Source: an optimization exercise on an open RTL-to-GDS flow (aim: small area, a short achievable clock period and few clock cycles per item). Production flows keep margins and buffers that such runs may drop.
The RTL was checked by simulation tests, not by an equivalence proof against the original design.
Power is estimated from default activity; no workload was simulated.

--- design/flow/config.mk ---
export PLATFORM = sky130hd
export DESIGN_NAME = second_chance_cache_set_top
export DESIGN_NICKNAME = second_chance_cache_set_top
export VERILOG_FILES = /design/flow/design.v
export SDC_FILE = /design/flow/constraint.sdc
export NUM_CORES = 4
export LEC_CHECK = 0
export CAP_MARGIN = 20
export CORE_MARGIN = 2
export CORE_UTILIZATION = 40
export SLEW_MARGIN = 20
--- design/flow/constraint.sdc ---
create_clock -name core_clock -period 6.0 [get_ports {clk_i}]
set_input_delay 1.2000 -clock core_clock [delete_from_list [all_inputs] [get_ports {clk_i}]]
set_output_delay 1.2000 -clock core_clock [all_outputs]
set_load 0.01 [all_outputs]
--- design/flow/design.v ---
`default_nettype none
package scs_pkg;
  localparam int KEY_W          = 32;
  localparam int VAL_W          = 32;
  localparam int CFG_W          = 5;
  localparam int MIN_CAPACITY   = 2;
  localparam int RESET_CAPACITY = 16;
  localparam logic [1:0] OP_GET = 2'd0;
  localparam logic [1:0] OP_PUT = 2'd1;
  localparam logic [1:0] OP_DEL = 2'd2;
  localparam logic [1:0] OP_REF = 2'd3;
endpackage
`default_nettype wire
`default_nettype none
module second_chance_cache_set_top #(
  parameter int MAX_ENTRIES = 16
) (
  input  wire logic              clk_i,
  input  wire logic              rst_ni,
  input  wire logic              cfg_we_i,
  input  wire logic [scs_pkg::CFG_W-1:0]  cfg_wdata_i,
  input  wire logic              s_axis_tvalid,
  output logic                   s_axis_tready,
  input  wire logic [63:0]       s_axis_tdata,
  input  wire logic [1:0]        s_axis_tuser,
  output logic                   m_axis_tvalid,
  input  wire logic              m_axis_tready,
  output logic [39:0]            m_axis_tdata,
  output logic [0:0]             m_axis_tuser
);
  localparam int N         = MAX_ENTRIES;
  localparam int KW        = scs_pkg::KEY_W;
  localparam int VW        = scs_pkg::VAL_W;
  localparam int CNT_W     = $clog2(N + 1);
  localparam int CAP_RESET = (scs_pkg::RESET_CAPACITY > N) ? N : scs_pkg::RESET_CAPACITY;
  localparam int RES_W     = VW + 2;   
  logic          req_v_q;
  logic [1:0]    req_op_q;
  logic [KW-1:0] req_key_q;
  logic [VW-1:0] req_val_q;
  logic [N*KW-1:0] keys_q;
  logic [N*VW-1:0] vals_q;
  logic [N-1:0]    valid_q;
  logic [N-1:0]    ref_q;
  logic [N*N-1:0]  bef_q;      
  logic [CNT_W-1:0] count_q;
  logic [CNT_W-1:0] cap_q;
  logic             m_v_q, sk_v_q;
  logic [RES_W-1:0] m_q, sk_q;
  logic exec;
  assign exec          = req_v_q & ~sk_v_q;
  assign s_axis_tready = ~req_v_q | ~sk_v_q;
  assign m_axis_tvalid = m_v_q;
  assign m_axis_tdata  = {7'b0, m_q[VW:0]};
  assign m_axis_tuser  = m_q[VW+1];
  logic [N-1:0] ahead [N];
  always_comb begin
    for (int s = 0; s < N; s++) begin
      for (int j = 0; j < N; j++) begin
        if (j < s)       ahead[s][j] = bef_q[j*N+s];
        else if (j > s)  ahead[s][j] = ~bef_q[s*N+j];
        else             ahead[s][j] = 1'b0;
      end
    end
  end
  logic [N-1:0] hit, cand, pred_c, pred_v, victim_c, head, victim, free_first, ins;
  logic         hit_any, any_cand, full;
  logic [VW-1:0] rd_val;
  logic          rd_ref;
  always_comb begin
    for (int s = 0; s < N; s++) begin
      hit[s] = valid_q[s] & (keys_q[s*KW +: KW] == req_key_q);
    end
    hit_any = |hit;
    cand    = valid_q & ~ref_q;
    any_cand = |cand;
    for (int s = 0; s < N; s++) begin
      pred_c[s]   = |(cand & ahead[s]);
      pred_v[s]   = |(valid_q & ahead[s]);
      victim_c[s] = cand[s] & ~pred_c[s];
      head[s]     = valid_q[s] & ~pred_v[s];
    end
    victim = any_cand ? victim_c : head;
    free_first = ~valid_q & (valid_q + 1'b1);
    full = (count_q >= cap_q);
    ins  = full ? victim : free_first;
    rd_val = '0;
    rd_ref = 1'b0;
    for (int s = 0; s < N; s++) begin
      rd_val = rd_val | (vals_q[s*VW +: VW] & {VW{hit[s]}});
      rd_ref = rd_ref | (ref_q[s] & hit[s]);
    end
  end
  logic is_get, is_put, is_del, is_ref;
  assign is_get = (req_op_q == scs_pkg::OP_GET);
  assign is_put = (req_op_q == scs_pkg::OP_PUT);
  assign is_del = (req_op_q == scs_pkg::OP_DEL);
  assign is_ref = (req_op_q == scs_pkg::OP_REF);
  logic put_miss, put_hit, rot_en, evict;
  logic [N-1:0] wr_key, wr_val, set_ref, clr_ref, rot, del;
  always_comb begin
    put_miss = exec & is_put & ~hit_any;
    put_hit  = exec & is_put & hit_any;
    evict    = put_miss & full;
    rot_en   = evict & any_cand;
    wr_key   = {N{put_miss}} & ins;
    wr_val   = wr_key | ({N{put_hit}} & hit);
    set_ref  = {N{exec & (is_get | is_put)}} & hit;
    clr_ref  = {N{evict}} & ref_q & ~pred_c;
    rot      = {N{rot_en}} & valid_q & ref_q & ~pred_c;
    del      = {N{exec & is_del}} & hit;
  end
  logic [RES_W-1:0] res;
  assign res = {~hit_any & ~is_put, is_ref & rd_ref, is_get ? rd_val : {VW{1'b0}}};
  always_ff @(posedge clk_i) begin
    for (int s = 0; s < N; s++) begin
      if (wr_key[s]) keys_q[s*KW +: KW] <= req_key_q;
      if (wr_val[s]) vals_q[s*VW +: VW] <= req_val_q;
      if (wr_key[s])      ref_q[s] <= 1'b0;
      else if (clr_ref[s]) ref_q[s] <= 1'b0;
      else if (set_ref[s]) ref_q[s] <= 1'b1;
    end
    for (int i = 0; i < N; i++) begin
      for (int j = 0; j < N; j++) begin
        if (j <= i) begin
        end else if (wr_key[i])                 bef_q[i*N+j] <= 1'b0;
        else if (wr_key[j])            bef_q[i*N+j] <= 1'b1;
        else if (rot[i] & ~rot[j])     bef_q[i*N+j] <= 1'b0;
        else if (rot[j] & ~rot[i])     bef_q[i*N+j] <= 1'b1;
      end
    end
    if (s_axis_tvalid & s_axis_tready) begin
      req_op_q  <= s_axis_tuser;
      req_key_q <= s_axis_tdata[31:0];
      req_val_q <= s_axis_tdata[63:32];
    end
    if (sk_v_q) begin
      if (m_axis_tready) m_q <= sk_q;
    end else if (exec) begin
      if (~m_v_q | m_axis_tready) m_q <= res;
      else                        sk_q <= res;
    end
  end
  always_ff @(posedge clk_i or negedge rst_ni) begin
    if (!rst_ni) begin
      req_v_q <= 1'b0;
      valid_q <= '0;
      count_q <= '0;
      cap_q   <= CNT_W'(CAP_RESET);
      m_v_q   <= 1'b0;
      sk_v_q  <= 1'b0;
    end else begin
      if (s_axis_tvalid & s_axis_tready) req_v_q <= 1'b1;
      else if (exec)                     req_v_q <= 1'b0;
      valid_q <= (valid_q | wr_key) & ~del;
      if (put_miss & ~full)          count_q <= count_q + 1'b1;
      else if (exec & is_del & hit_any) count_q <= count_q - 1'b1;
      if (cfg_we_i && (cfg_wdata_i >= scs_pkg::CFG_W'(scs_pkg::MIN_CAPACITY))) begin
        if (32'(cfg_wdata_i) > 32'(N)) cap_q <= CNT_W'(N);
        else                           cap_q <= CNT_W'(cfg_wdata_i);
      end
      if (sk_v_q) begin
        if (m_axis_tready) sk_v_q <= 1'b0;
      end else if (exec) begin
        m_v_q <= 1'b1;
        if (m_v_q & ~m_axis_tready) sk_v_q <= 1'b1;
      end else if (m_axis_tready) begin
        m_v_q <= 1'b0;
      end
    end
  end
endmodule
`default_nettype wire
--- design/flow/run.sh ---
#!/bin/bash
# synth_recipe.tcl (not shown) runs the flow's synth.tcl, then flattens the netlist and writes it again
# the make line also repeats each setting of config.mk as NAME=value (left out here)
make -C /OpenROAD-flow-scripts/flow DESIGN_CONFIG=/design/flow/config.mk WORK_HOME=/design/flow/orfs CLKGATE_MAP_FILE= SYNTH_SCRIPT=/design/flow/synth_recipe.tcl finish
==> out/metrics.cfg, run 1 <==
[status]
outcome = no timing/DRC/antenna violations

[sta]
fin_skew_ns = 0.0356
rsz0062_at_grt = false
tightest_slew_ns = 1.20
holdWs_ns = 0.460
setup_viol = 0
relSlewSlack_pct = 20.0
fmax_ghz = 0.196
slew_violations = 0
tns_ns = 0
finalHoldViolCount = 0
finalCritPeriodShare_pct = 84.9
post-route-min-period_ns = 5.09

[floorplanning]
die_area_mm2 = 0.146
design.core.area_mm2 = 0.142
die_w_um = 382
initial_core_util_pct = 40.4
io_pins = 119
rows = 138
die_h_um = 382

[synthesis]
synth-xor-area-share_pct = 8.08
synth_top_family_by_area = compound AO/OA/AOI/OAI gates
muxShareOfSynthArea_pct = 0.701
yosys.area_share.simple_pct = 9.22
avgSynthCellArea_um2 = 14.3
synth-seq-cells = 1323
ys_types = 97
ys_async_sr_fraction_pct = 2.19
netlist_area_mm2 = 0.0571
synthAdderAreaFrac_pct = 0.210
synth_compound_area_share_pct = 11.8
synth_warnings = 2
yosysSeqAreaShare_pct = 66.9
syn_inst = 4002
synth_edf_count = 1158
ys.flop_type = edfxtp_1

[grt]
antenna_found_initial = 7
grt_pass1_vias = 38100
grt_overflow_total = 0
track_usage_pct = 27.3
grt_pass1_wl_mm = 286
grt_max_degree = 49

[routing]
drtAntennaViolNets = 0
initialDrtViolationCount = 5758
wl_per_cell_um = 32.6
first_pass_iters = 8
vias = 39500
vias_per_cell = 6.36
route.detailed.drc = 0
routed_wl_mm = 203

[pwr]
p_clk_share_pct = 38.2
peakVddDrop_mv = 0.290
power_frac_seq_pct = 48.9
p_leak_nw = 21.2
p_int_mw = 16.2
power.density_mw_per_mm2 = 341
pwr-share-comb_pct = 12.9
p_switching_mw = 6.15
sw_frac_of_total_pct = 27.5

[finish]
layout.nets = 4291
final_cell_mix = 1158 x edfxtp_1, 264 x xor2_1, 261 x xnor2_1
drive_gt1_share_pct = 12.1
final_common_cell = edfxtp_1
area_growth_pct = 15.0
final_util_pct = 46.4
fin_cells = 6207

[clock_tree]
cts_max_level = 4
holdBufCountCts = 0
worstSkewPairLatency_ns = 0.80
tritoncts = done
cts_resized = 0
post-cts-setup-buffers = 0
clock-sinks = 1323
cts_buffers = 141
ctsRootBufferMaster = clkbuf_16
clockBufferDepth = 3
path_clk_slew_ns = 0.06

[setup_path]
path_class = reg -> reg
cp.arrival_ns = 5.80
critPathLaunchType = flop
cp_max_fo = 16
rr_worst_depth = 11
setup.worst_path.end_class = flop
cp.required_ns = 6.70

[place]
hpwl_mm = 123
routabilityCongestion = 1.04
dp.cells = 5953
portBuffers = 111

[hold_path]
hold_depth = 2
hold_class = reg -> reg

[run]
max-cap-violations = 0

==> state kept, by name, indices dropped and copies added (netlist names) <==
name / cells
ref_q: 16
cap_q: 5
sk_q: 34
keys_q: 512
req_key_q: 32
valid_q: 16
req_op_q: 2
m_v_q: 1
req_val_q: 32
m_q: 34
ahead: 120
vals_q: 512
req_v_q: 1
sk_v_q: 1
count_q: 5
==> power groups by stage <==
stage / Combinational [mW] / Clock (mW) / Sequential [mW]
finish: 2.90 / 8.55 / 10.9
global route: 3.01 / 9.00 / 11.0
CTS: 2.82 / 8.66 / 10.9
detailed placement: 2.81 / 0 / 11.1
global placement: 2.83 / 0 / 11.1
floorplan: 1.52 / 0 / 11.0
==> critical path: stages (launching register included) <==
cell	delay (ns)
edfxtp_1	0.80
xor2_1	0.34
and4b_1	0.23
and4b_1	0.20
nand4_1	0.13
o2111ai_1	0.38
or4_2	0.99
buf_4	0.31
nor3_4	0.95
buf_4	0.39
a211oi_1	0.07
nor3_1	0.19
==> path summary, 6_finish.rpt <==
path                                          from                   endpoint  slack, ns
setup / recovery           req_key_q[10]$_DFFE_PP_  ahead[13][4]$_SDFFE_PP0P_       0.91
hold / removal                cap_q[4]$_DFFE_PN1P_       cap_q[4]$_DFFE_PN1P_       0.46
setup reg to reg           req_key_q[10]$_DFFE_PP_  ahead[13][4]$_SDFFE_PP0P_       0.91
hold reg to reg               cap_q[4]$_DFFE_PN1P_       cap_q[4]$_DFFE_PN1P_       0.46
max in group asynchronous                   rst_ni      valid_q[11]$_DFF_PN0_       4.99
min in group asynchronous                   rst_ni        req_v_q$_DFFE_PN0P_       0.49
==> Yosys cell counts (50+ instances only) <==
cell type  count  share of area (%)
a211oi_1      51               0.67
a21oi_1       91               0.80
a221oi_1     119                1.8
a22o_1       118                1.8
a22oi_1      115                1.5
and3_1        50               0.55
clkbuf_1     133               0.87
dfxtp_1      136                4.8
edfxtp_1    1158                 61
inv_1         58               0.38
nand2_1      135               0.89
nand3_1       67               0.59
nand4_1      130                1.4
nor2_1        77               0.51
nor3_1       113               0.99
nor4_1       144                1.6
o22ai_1      102                1.1
xnor2_1      261                4.0
xor2_1       264                4.0
==> stage by stage <==
step	total power [mW]	worst slack (ns)	area, um^2
final	22.4	0.905	65700
after CTS	22.4	1.07	65700
after global placement	13.9	1.14	61200
after detailed placement	13.9	1.10	61200
after floorplan	12.5	0.915	57200
after global routing	23.0	0.844	65700
==> area by class of cell <==
| type | count | area (um^2) |
|---|---|---|
| inverters | 62 | 233 |
| well taps | 1890 | 2360 |
| repair buffers | 315 | 2950 |
| diodes | 1 | 2.50 |
| multi-input cells | 2363 | 17400 |
| clock inverters | 72 | 796 |
| fillers | 12500 | 75900 |
| flip-flops and latches | 1323 | 38200 |
| clock buffers | 181 | 3720 |
==> logic make-up after synthesis <==
| kind of cell | count (synthesis) |
|---|---|
| xor gates and xnor gates | 526 |
| and+or+nand+nor | 899 |
| adders and majority gates | 9 |
| other | 1 |
| muxes | 36 |
| AOI/OAI and AO/OA | 886 |
| buffers and inverters | 322 |
| DFF | 1323 |
==> metal layers <==
layer  routed length, um  part of all wire (%)  track usage [%]  vias to the layer above
li1                    -                     -                -                    16300
met4                9890                   4.9             12.1                        8
met5                  53                 0.026                0                        -
met1               83500                    41             38.0                    20000
met3               21000                    10             6.39                      598
met2               88100                    44             40.7                     2550
Testbench counts, summed over its fixed seeds: cycles 20,016, requests 20,000.
==> inputs of run 2 (changes only) <==
--- a/design/flow/design.v
+++ b/design/flow/design.v
@@ -65,2 +65,3 @@
   end
+  logic [N-1:0] hit_q, hit_d;
   logic [N-1:0] hit, cand, pred_c, pred_v, victim_c, head, victim, free_first, ins;
@@ -70,5 +71,3 @@
   always_comb begin
-    for (int s = 0; s < N; s++) begin
-      hit[s] = valid_q[s] & (keys_q[s*KW +: KW] == req_key_q);
-    end
+    hit     = hit_q;
     hit_any = |hit;
@@ -112,2 +111,12 @@
   end
+  logic          eq_prev;
+  logic [KW-1:0] in_key;
+  assign in_key  = s_axis_tdata[KW-1:0];
+  assign eq_prev = (in_key == req_key_q);
+  always_comb begin
+    for (int s = 0; s < N; s++) begin
+      hit_d[s] = wr_key[s] ? eq_prev
+                           : (valid_q[s] & ~del[s] & (keys_q[s*KW +: KW] == in_key));
+    end
+  end
   logic [RES_W-1:0] res;
@@ -131,3 +140,4 @@
     end
-    if (s_axis_tvalid & s_axis_tready) begin
+    if (s_axis_tready) begin
+      hit_q     <= hit_d;
       req_op_q  <= s_axis_tuser;
==> out/metrics.cfg, run 2 <==
[routing]
route.detailed.drc = 0
vias = 39600
initialDrtViolationCount = 5426
wl_per_cell_um = 36.7
drtAntennaViolNets = 0
vias_per_cell = 6.40
first_pass_iters = 7
routed_wl_mm = 227

[finish]
layout.nets = 4276
final_common_cell = edfxtp_1
multi_input_area_mm2 = 0.0166
drive_gt1_share_pct = 12.0
area_growth_pct = 15.7
final_cell_area_mm2 = 0.0654
final_cell_mix = 1174 x edfxtp_1, 435 x xor2_1, 201 x buf_4
fin_cells = 6185
regArea_mm2 = 0.0387
n_fill_cell = 12300

[synthesis]
synth_edf_count = 1174
muxShareOfSynthArea_pct = 0.540
ys.flop_type = edfxtp_1
ys_types = 88
ys_async_sr_fraction_pct = 2.17
synth-seq-cells = 1339
synth-xor-area-share_pct = 8.49
synth_compound_area_share_pct = 11.3
synth_top_family_by_area = compound AO/OA/AOI/OAI gates
yosysMostFrequentCell = edfxtp_1
netlist_area_mm2 = 0.0565
syn_inst = 3982
yosys.area_share.simple_pct = 8.16
synthTopCellsByArea = edfxtp_1 62%, xor2_1 6.7%, dfxtp_1 4.8%
synthAdderAreaFrac_pct = 0.567
yosysSeqAreaShare_pct = 68.5
avgSynthCellArea_um2 = 14.2
synth_area_leader_cell = edfxtp_1
synthTopCellsByCount = 1174 x edfxtp_1, 435 x xor2_1, 223 x clkbuf_1
synth_top_area_share_pct = 62.4
synth_warnings = 2

[sta]
finalHoldViolCount = 0
setup_slack_ns = 1.15
tns_ns = 0
setup_viol = 0
slew_violations = 0
rsz0062_at_grt = false
fin_skew_ns = 0.0353
fmax_ghz = 0.206
finalCritPeriodShare_pct = 80.8
tightest_slew_ns = 1.31
relSlewSlack_pct = 12.3
post-route-min-period_ns = 4.85

[floorplanning]
rows = 137
design.core.area_mm2 = 0.140
die_h_um = 380
io_pins = 119
die_area_mm2 = 0.144
initial_core_util_pct = 40.4
die_w_um = 380

[grt]
antenna_found_initial = 9
grt_pass1_vias = 37800
grt_pass1_wl_mm = 311
track_usage_pct = 30.8
grt_max_degree = 55
grt_overflow_total = 0

[pwr]
power.density_mw_per_mm2 = 352
finalPower_mw = 23.0
p_leak_nw = 21.7
peakVddDrop_mv = 0.292

[clock_tree]
post-cts-setup-buffers = 0
cts_max_level = 4
tritoncts = done
cts_resized = 0
ctsRootBufferMaster = clkbuf_16
path_clk_slew_ns = 0.06
cts_buffers = 144
clockBufferDepth = 3
holdBufCountCts = 0
clock-sinks = 1339
worstSkewPairLatency_ns = 0.80

[status]
outcome = no timing/DRC/antenna violations

[setup_path]
cp.required_ns = 6.44
setup.worst_path.end_class = flop
path_class = reg -> reg
cp_max_fo = 39
cp.arrival_ns = 5.29
critPathLaunchType = flop

[hold_path]
hold_class = reg -> reg

[place]
dp.cells = 5921
routabilityCongestion = 1.06
dpl_cell_area_mm2 = 0.0611
hpwl_mm = 140
preCtsSetupSlack_ns = 1.52
portBuffers = 111

[run]
max-cap-violations = 0

## run 2: power breakdown
group / total (mW) / switching [mW] / internal, mW
sequential: 11.2 / 0.402 / 10.8
clock: 8.40 / 3.73 / 4.67
combinational: 3.39 / 2.37 / 1.02
total: 23.0 / 6.51 / 16.5
## run 2: cells by family after synthesis
group,after synthesis
adders and majority gates,29
and+or+nand+nor,812
AOI/OAI and AO/OA,885
DFF,1339
buffers and inverters,339
other,1
xor gates and xnor gates,548
muxes,29
## run 2: per-stage QoR
step                hold slack, ns  util [%]
finish                       0.465      46.8
global route                 0.474      46.8
CTS                          0.467      46.8
detailed placement           0.451      43.7
global placement             0.452      43.6
floorplan                    0.439         -
## run 2: final cells by class
type | instances | area share [%]
multi-input combinational | 2310 | 25.4
inverter | 58 | 0.340
tap | 1876 | 3.59
timing repair buffer | 338 | 4.80
clock inverter | 68 | 0.815
antenna | 8 | 0.0306
clock buffer | 188 | 5.82
sequential | 1339 | 59.2
## run 2: path summary, 6_finish.rpt
check / startpoint / to / slack [ns] / cells after the start
min in group asynchronous: rst_ni / valid_q[13]$_DFF_PN0_ / 0.86 / 2
min reg2reg: cap_q[4]$_DFFE_PN1P_ / cap_q[4]$_DFFE_PN1P_ / 0.47 / 2
min: cap_q[4]$_DFFE_PN1P_ / cap_q[4]$_DFFE_PN1P_ / 0.47 / 2
max in group asynchronous: rst_ni / sk_v_q$_DFF_PN0_ / 4.72 / 2
max: hit_q[11]$_DFFE_PN_ / keys_q[278]$_DFFE_PP_ / 1.15 / 9
max reg2reg: hit_q[11]$_DFFE_PN_ / keys_q[278]$_DFFE_PP_ / 1.15 / 9
## run 2: routing by layer
layer | global-route usage [%] | up-vias | wire length (um)
met5 | 0 | - | 0
met4 | 17.5 | 0 | 15000
met3 | 7.63 | 728 | 24700
met2 | 46.1 | 2807 | 99100
met1 | 41.0 | 20100 | 88000
li1 | - | 15900 | -
## run 2: worst max-delay path, stage by stage (launching register included)
cell and delay [ns]:
edfxtp_1 0.39, nor4_1 0.40, nand4_1 0.73, nor2_1 0.54
nand2_1 0.37, nor4_2 0.92, nor2_1 0.43, buf_4 0.32
inv_2 0.08, buf_12 0.24
Testbench counts of run 2, summed over its fixed seeds: cycles 20,016, requests 20,000.
==> inputs of run 3 (changes only) <==
--- a/design/flow/config.mk
+++ b/design/flow/config.mk
@@ -10,2 +10,3 @@
 export CORE_UTILIZATION = 40
+export SETUP_SLACK_MARGIN = 3.3
 export SLEW_MARGIN = 20
==> out/metrics.cfg, run 3 <==
[finish]
layout.nets = 4700
area_growth_pct = 33.5
drive_gt1_share_pct = 27.2
final_cell_mix = 1174 x edfxtp_1, 435 x xor2_1, 245 x buf_4
final_common_cell = edfxtp_1
final_cell_area_mm2 = 0.0755
final_util_pct = 54.0

[floorplanning]
die_w_um = 380
initial_core_util_pct = 40.4
design.core.area_mm2 = 0.140
rows = 137
io_pins = 119
die_h_um = 380
die_area_mm2 = 0.144

[routing]
first_pass_iters = 8
vias_per_cell = 6.68
routed_wl_mm = 268
drtAntennaViolNets = 0
route.detailed.drc = 0
wl_per_cell_um = 40.6
vias = 44100
initialDrtViolationCount = 7421

[sta]
post-route-min-period_ns = 3.33
fmax_ghz = 0.300
finalCritPeriodShare_pct = 55.6
fin_skew_ns = 0.0496
tns_ns = 0
setup_viol = 0
slew_violations = 0
finalHoldViolCount = 0
relSlewSlack_pct = 25.4
rsz0062_at_grt = true
tightest_slew_ns = 1.11

[grt]
grt_overflow_total = 0
grt_pass1_wl_mm = 356
grt_max_degree = 55
grt_pass1_vias = 41400
antenna_found_initial = 8
track_usage_pct = 35.8

[synthesis]
synth_edf_count = 1174
netlist_area_mm2 = 0.0565
synth-seq-cells = 1339
synth_top_area_share_pct = 62.4
ys_types = 88
synth_warnings = 2
avgSynthCellArea_um2 = 14.2
syn_inst = 3982
ys_async_sr_fraction_pct = 2.17
yosysSeqAreaShare_pct = 68.5
synth_area_leader_cell = edfxtp_1
yosysMostFrequentCell = edfxtp_1
synthTopCellsByArea = edfxtp_1 62%, xor2_1 6.7%, dfxtp_1 4.8%
synthTopCellsByCount = 1174 x edfxtp_1, 435 x xor2_1, 223 x clkbuf_1
ys.flop_type = edfxtp_1

[clock_tree]
clock-sinks = 1339
tritoncts = done
clockBufferDepth = 3
path_clk_slew_ns = 0.07
holdBufCountCts = 0
cts_buffers = 143
ctsRootBufferMaster = clkbuf_16
worstSkewPairLatency_ns = 0.81
cts_max_level = 4

[pwr]
p_leak_nw = 26.1
power_frac_seq_pct = 47.4
p_int_mw = 16.8
sw_frac_of_total_pct = 29.1
p_switching_mw = 6.92
pwr-share-comb_pct = 16.8
peakVddDrop_mv = 0.285
finalPower_mw = 23.7
p_clk_share_pct = 35.9
power.density_mw_per_mm2 = 314

[setup_path]
critPathSlowestCell = dfrtp_2
crit_path_frequent_cell = buf_12
crit_buf_inv = 3
crit_path_max_incr_delay_ns = 0.57
critPathLaunchType = flop
cpLargestDelayFamily = simple AND/OR/NAND/NOR gates
path_class = reg -> reg
cp_max_fo = 8
cp.arrival_ns = 3.83
setup.worst_path.end_class = flop
cp.required_ns = 6.50
cp_cell_sequence = buf_4 > nor3b_1 > nor4_2 > nand4_1 > nor2_1 > o21ai_2 > a21oi_4 > buf_12 > a21o_4 > buf_12

[place]
routabilityCongestion = 1.05
portBuffers = 111
dpl_cell_area_mm2 = 0.0611
hpwl_mm = 140

[status]
outcome = no timing/DRC/antenna violations

[hold_path]
hold_class = reg -> reg

[run]
max-cap-violations = 0

run 3: cell counts after synthesis:
No cell type changed its count.
run 3: per-layer routing:
layer	up-vias	track usage [%]	routed length, um
met3	1121	12.4	36800
met4	8	22.9	22700
met2	3926	52.2	113000
li1	16900	-	-
met1	22200	45.4	95700
met5	-	0	102
run 3: what timing repair did:
action / 4_1_cts / 5_1_grt
setup buffers: 242 / 49
resized for setup: 697 / 259
hold endpoints to repair: 0 / 0
setup endpoints to repair: 1268 / 1201
pin swaps: 150 / 114
gates cloned: 124 / 21
run 3: area by class of cell:
class                      count  area (um^2)
fill                       11300        64400
sequential                  1339        38700
multi-input combinational   2349        19400
timing repair buffer         703         9720
clock buffer                 180         3790
tap                         1876         2350
clock inverter                75          598
timing repair inverter        21          448
inverter                      58          414
antenna                        9         22.5
run 3: power groups by stage:
stage / sequential, mW / combinational [mW] / clock, mW
global route: 11.3 / 4.02 / 8.89
finish: 11.2 / 3.98 / 8.51
global placement: 11.4 / 3.30 / 0
floorplan: 11.3 / 1.59 / 0
CTS: 11.2 / 3.75 / 8.53
detailed placement: 11.4 / 3.31 / 0
run 3: worst register-to-register path, cell delays in order (launching register included):
cell	delay, ns
dfrtp_2	0.57
buf_4	0.28
nor3b_1	0.21
nor4_2	0.46
nand4_1	0.37
nor2_1	0.25
o21ai_2	0.11
a21oi_4	0.19
buf_12	0.19
a21o_4	0.22
buf_12	0.17
run 3: final timing paths:
kind                                             from                    to  slack (ns)  cells past startpoint
min in group asynchronous                      rst_ni  valid_q[5]$_DFF_PN0_        0.87                      2
max in group asynchronous                      rst_ni  valid_q[1]$_DFF_PN0_        4.66                      2
worst min register to register   cap_q[4]$_DFFE_PN1P_  cap_q[4]$_DFFE_PN1P_        0.46                      2
worst max-delay path            valid_q[15]$_DFF_PN0_   vals_q[6]$_DFFE_PP_        2.67                     10
worst min-delay path             cap_q[4]$_DFFE_PN1P_  cap_q[4]$_DFFE_PN1P_        0.46                      2
worst max register to register  valid_q[15]$_DFF_PN0_   vals_q[6]$_DFFE_PP_        2.67                     10
run 3: metrics by stage:
stage | std cells | hold slack (ns) | setup slack, ns
6_report | 6610 | 0.465 | 2.67
3_3_place_gp | 5909 | 0.456 | 1.21
4_1_cts | 6531 | 0.467 | 2.78
2_1_floorplan | 3988 | 0.439 | 2.90
3_5_place_dp | 5910 | 0.455 | 1.22
5_1_grt | 6604 | 0.489 | 2.64
run 3: kinds of logic after synthesis:
family,share of synthesized area (%)
flops,68.5
compound gates,11.3
simple gates,8.16
xor+xnor,8.49
buf+inv,2.44
fa+ha+maj,0.567
mux,0.540
other cells,0.00663

==> re-timing with driven ports <==
Ports are ideal in the flow. The routed layouts listed here were re-timed in OpenROAD.
Step 1 assumes that a clkbuf_16 drives the clock port and a buf_2 every other input.
Step 2 adds t to the input delays and takes it off the output delays; t is the mean of the earliest and latest rising clock arrival at the registers after step 1. Input paths then give back, and output paths get back, about the clock's delay inside the block.
Slacks: ideal ports / drivers / drivers and shift; pairs: ideal ports / drivers.
run | shift t [ns] | setup slack, ns | worst hold slack (ns) | clock arrival spread, ns | worst register clock-pin slew, ns
run 1 | 0.866 | 0.905 / 0.905 / 0.905 | 0.460 / 0.437 / 0.460 | 0.036 / 0.036 | 0.07 / 0.07
run 2 | 0.865 | 1.151 / 1.151 / 1.151 | 0.465 / 0.465 / 0.465 | 0.036 / 0.036 | 0.07 / 0.07
run 3 | 0.870 | 2.666 / 2.666 / 2.093 | 0.465 / 0.465 / 0.465 | 0.050 / 0.050 | 0.07 / 0.07
After both steps setup and hold are still met in every run listed. For run 3, which loses most, drivers alone change the setup slack by 0.000 ns; drivers and shift together by -0.573 ns.
